From an optimization exercise on the open Yosys and OpenROAD flow, aimed at small area; shortcuts taken in it are not production practice.
The RTL was checked by simulation tests, not by an equivalence proof against the original design.
Power and IR drop assume default switching activity.

==> flow/design.v (excerpt) <==
module output_module #(
  parameter int ELEM_W = 32,
  parameter int ELEMS  = 16,
  parameter int DEPTH  = 2
) (
  input  logic                      clk,
  input  logic                      rst,
  input  logic [ELEM_W-1:0]         din,
  input  logic                      din_valid,
  output logic                      full,
  output logic [ELEM_W*ELEMS-1:0]   dout,
  output logic                      dout_valid,
  input  logic                      dout_deq,
  output logic [15:0]               blk_cnt
  ,
  input  logic                      flush
);
  localparam int CW = $clog2(ELEMS);
  logic [1:0]    occ_q;                 
  logic [1:0]    rd_q;                  
  logic          wr;                    
  logic [CW-1:0] cnt_q;
  logic [15:0]   blk_cnt_q;
  logic [ELEM_W-1:0] mem_n_q [2][ELEMS];  
  logic [CW-1:0]     last_q [2];        
  logic acc, complete, push, pop, flush_fire;
  logic [CW-1:0] last_lane;
  assign full       = (occ_q == 2'd2);
  assign dout_valid = (occ_q != 2'd0);
  assign blk_cnt    = blk_cnt_q;
  assign acc      = din_valid && !full;
  assign complete = acc && (cnt_q == CW'(ELEMS - 1));
  assign flush_fire = flush && !full && ((cnt_q != '0) || acc) && !complete;
  assign push      = complete || flush_fire;
  assign pop       = dout_deq && dout_valid;
  assign wr        = rd_q[1] ^ occ_q[0];
  assign last_lane = acc ? cnt_q : cnt_q - CW'(1);
  always_ff @(posedge clk or posedge rst) begin
    if (rst) begin
      occ_q     <= '0;
      rd_q      <= 2'b01;
  ...
Size: ~1,900 cells after synthesis, about 1,100 flip-flops, roughly 0.038 mm² of cells after synthesis.
==> flow/config.mk <==
export PLATFORM = sky130hd
export DESIGN_NAME = output_module
export DESIGN_NICKNAME = output_module
export VERILOG_FILES = /design/flow/design.v
export SDC_FILE = /design/flow/constraint.sdc
export NUM_CORES = 4
export LEC_CHECK = 0
export CAP_MARGIN = 10
export CORE_MARGIN = 2
export CORE_UTILIZATION = 70
export SLEW_MARGIN = 10
export BUFFER_PORTS_ARGS = -buffer_cell sky130_fd_sc_hd__buf_1
export CTS_ARGS = -sink_clustering_enable -repair_clock_nets -dont_use_dummy_load -buf_list sky130_fd_sc_hd__clkbuf_16 -sink_clustering_size 22 -sink_clustering_max_diameter 100
==> flow/constraint.sdc <==
create_clock -name core_clock -period 7.0 [get_ports {clk}]
set_input_delay 1.4000 -clock core_clock [delete_from_list [all_inputs] [get_ports {clk}]]
set_output_delay 1.4000 -clock core_clock [all_outputs]
set_load 0.01 [all_outputs]
standard.sh (not shown) runs the stock make flow with config.mk's settings and CLKGATE_MAP_FILE= SYNTH_SCRIPT=/design/flow/synth_recipe.tcl, a recipe that flattens the netlist after the stock synthesis.
==> flow/flow/run.sh <==
#!/bin/bash
# Standard ORFS layout with smaller port buffers and a leaner clock tree.
set -euo pipefail
cat >> config.mk <<'EOT'
export BUFFER_PORTS_ARGS = -buffer_cell sky130_fd_sc_hd__buf_1
export CTS_ARGS = -sink_clustering_enable -repair_clock_nets -dont_use_dummy_load -buf_list sky130_fd_sc_hd__clkbuf_16 -sink_clustering_size 22 -sink_clustering_max_diameter 100
EOT
bash standard.sh > flow.log 2>&1
The starting point passed the timing, DRC and antenna checks.
Next try:
==> flow/flow/run.sh (replaced) <==
#!/bin/bash
# Standard ORFS layout with smaller port buffers and a leaner clock tree.
set -euo pipefail
cat >> config.mk <<'EOT'
export BUFFER_PORTS_ARGS = -buffer_cell sky130_fd_sc_hd__buf_1
export CTS_ARGS = -sink_clustering_enable -repair_clock_nets -dont_use_dummy_load -buf_list sky130_fd_sc_hd__clkbuf_8
EOT
bash standard.sh > flow.log 2>&1
- CORE_UTILIZATION: 70 -> 60
- CTS_ARGS: -sink_clustering_enable -repair_clock_nets -dont_use_dummy_load -buf_list sky130_fd_sc_hd__clkbuf_16 -sink_clustering_size 22 -sink_clustering_max_diameter 100 -> -sink_clustering_enable -repair_clock_nets -dont_use_dummy_load -buf_list sky130_fd_sc_hd__clkbuf_8
What happened:
- The new run finished clean
- routed wire length goes up by 2.6%
- global-route usage goes down by 4.8 points
- die area goes up by about 16%
- power goes up by 7.8%
- setup slack is worse by 110 ps
Next try:
==> flow/flow/run.sh (replaced) <==
#!/bin/bash
# Standard ORFS layout with smaller port buffers and a leaner clock tree.
set -euo pipefail
cat >> config.mk <<'EOT'
export BUFFER_PORTS_ARGS = -buffer_cell sky130_fd_sc_hd__buf_1
export CTS_ARGS = -sink_clustering_enable -repair_clock_nets -dont_use_dummy_load -buf_list sky130_fd_sc_hd__clkbuf_16 -sink_clustering_size 30 -sink_clustering_max_diameter 120
EOT
bash standard.sh > flow.log 2>&1
- CORE_UTILIZATION: 60 -> 88
- CTS_ARGS: -sink_clustering_enable -repair_clock_nets -dont_use_dummy_load -buf_list sky130_fd_sc_hd__clkbuf_8 -> -sink_clustering_enable -repair_clock_nets -dont_use_dummy_load -buf_list sky130_fd_sc_hd__clkbuf_16 -sink_clustering_size 30 -sink_clustering_max_diameter 120
With this change the flow ended with an error in clock tree synthesis, error DPL-0033; synthesized cell count stays the same; area after synthesis does not change.
Next try:
==> flow/flow/run.sh (replaced) <==
#!/bin/bash
# Standard ORFS layout with smaller port buffers and a leaner clock tree.
set -euo pipefail
cat >> config.mk <<'EOT'
export BUFFER_PORTS_ARGS = -buffer_cell sky130_fd_sc_hd__buf_1
export CTS_ARGS = -sink_clustering_enable -repair_clock_nets -dont_use_dummy_load -buf_list sky130_fd_sc_hd__clkbuf_4
EOT
bash standard.sh > flow.log 2>&1
- CORE_UTILIZATION: 88 -> 70
- CTS_ARGS: -sink_clustering_enable -repair_clock_nets -dont_use_dummy_load -buf_list sky130_fd_sc_hd__clkbuf_16 -sink_clustering_size 30 -sink_clustering_max_diameter 120 -> -sink_clustering_enable -repair_clock_nets -dont_use_dummy_load -buf_list sky130_fd_sc_hd__clkbuf_4
=> This time the run passed the timing, DRC and antenna checks; synthesized area does not change; synthesized cell count stays the same.

==> afterwards: timing with drivers on the ports <==
No port has a modelled driver above. Below, the same layouts with a new extraction and two added sets of constraints.
Step 1 sets driving cells, clkbuf_16 on the clock port and buf_2 on the other inputs (assumed; they add their load-dependent delay and slew).
Step 2 adds t to the input delays and takes it off the output delays; t is the mean of the earliest and latest rising clock arrival at the registers after step 1. Input paths then give back, and output paths get back, about the clock's delay inside the block.
Slacks: ideal / step 1 / step 2; pairs: ideal / step 1.
run	t (ns)	setup WS [ns]	worst setup path at the end
the first run	0.691	1.444 / 1.382 / 2.052	register to register
the second run	0.828	1.334 / 1.277 / 2.104	register to output
the fourth run	1.100	1.098 / 1.039 / 2.114	register to register
After both steps every run listed still meets setup and hold.
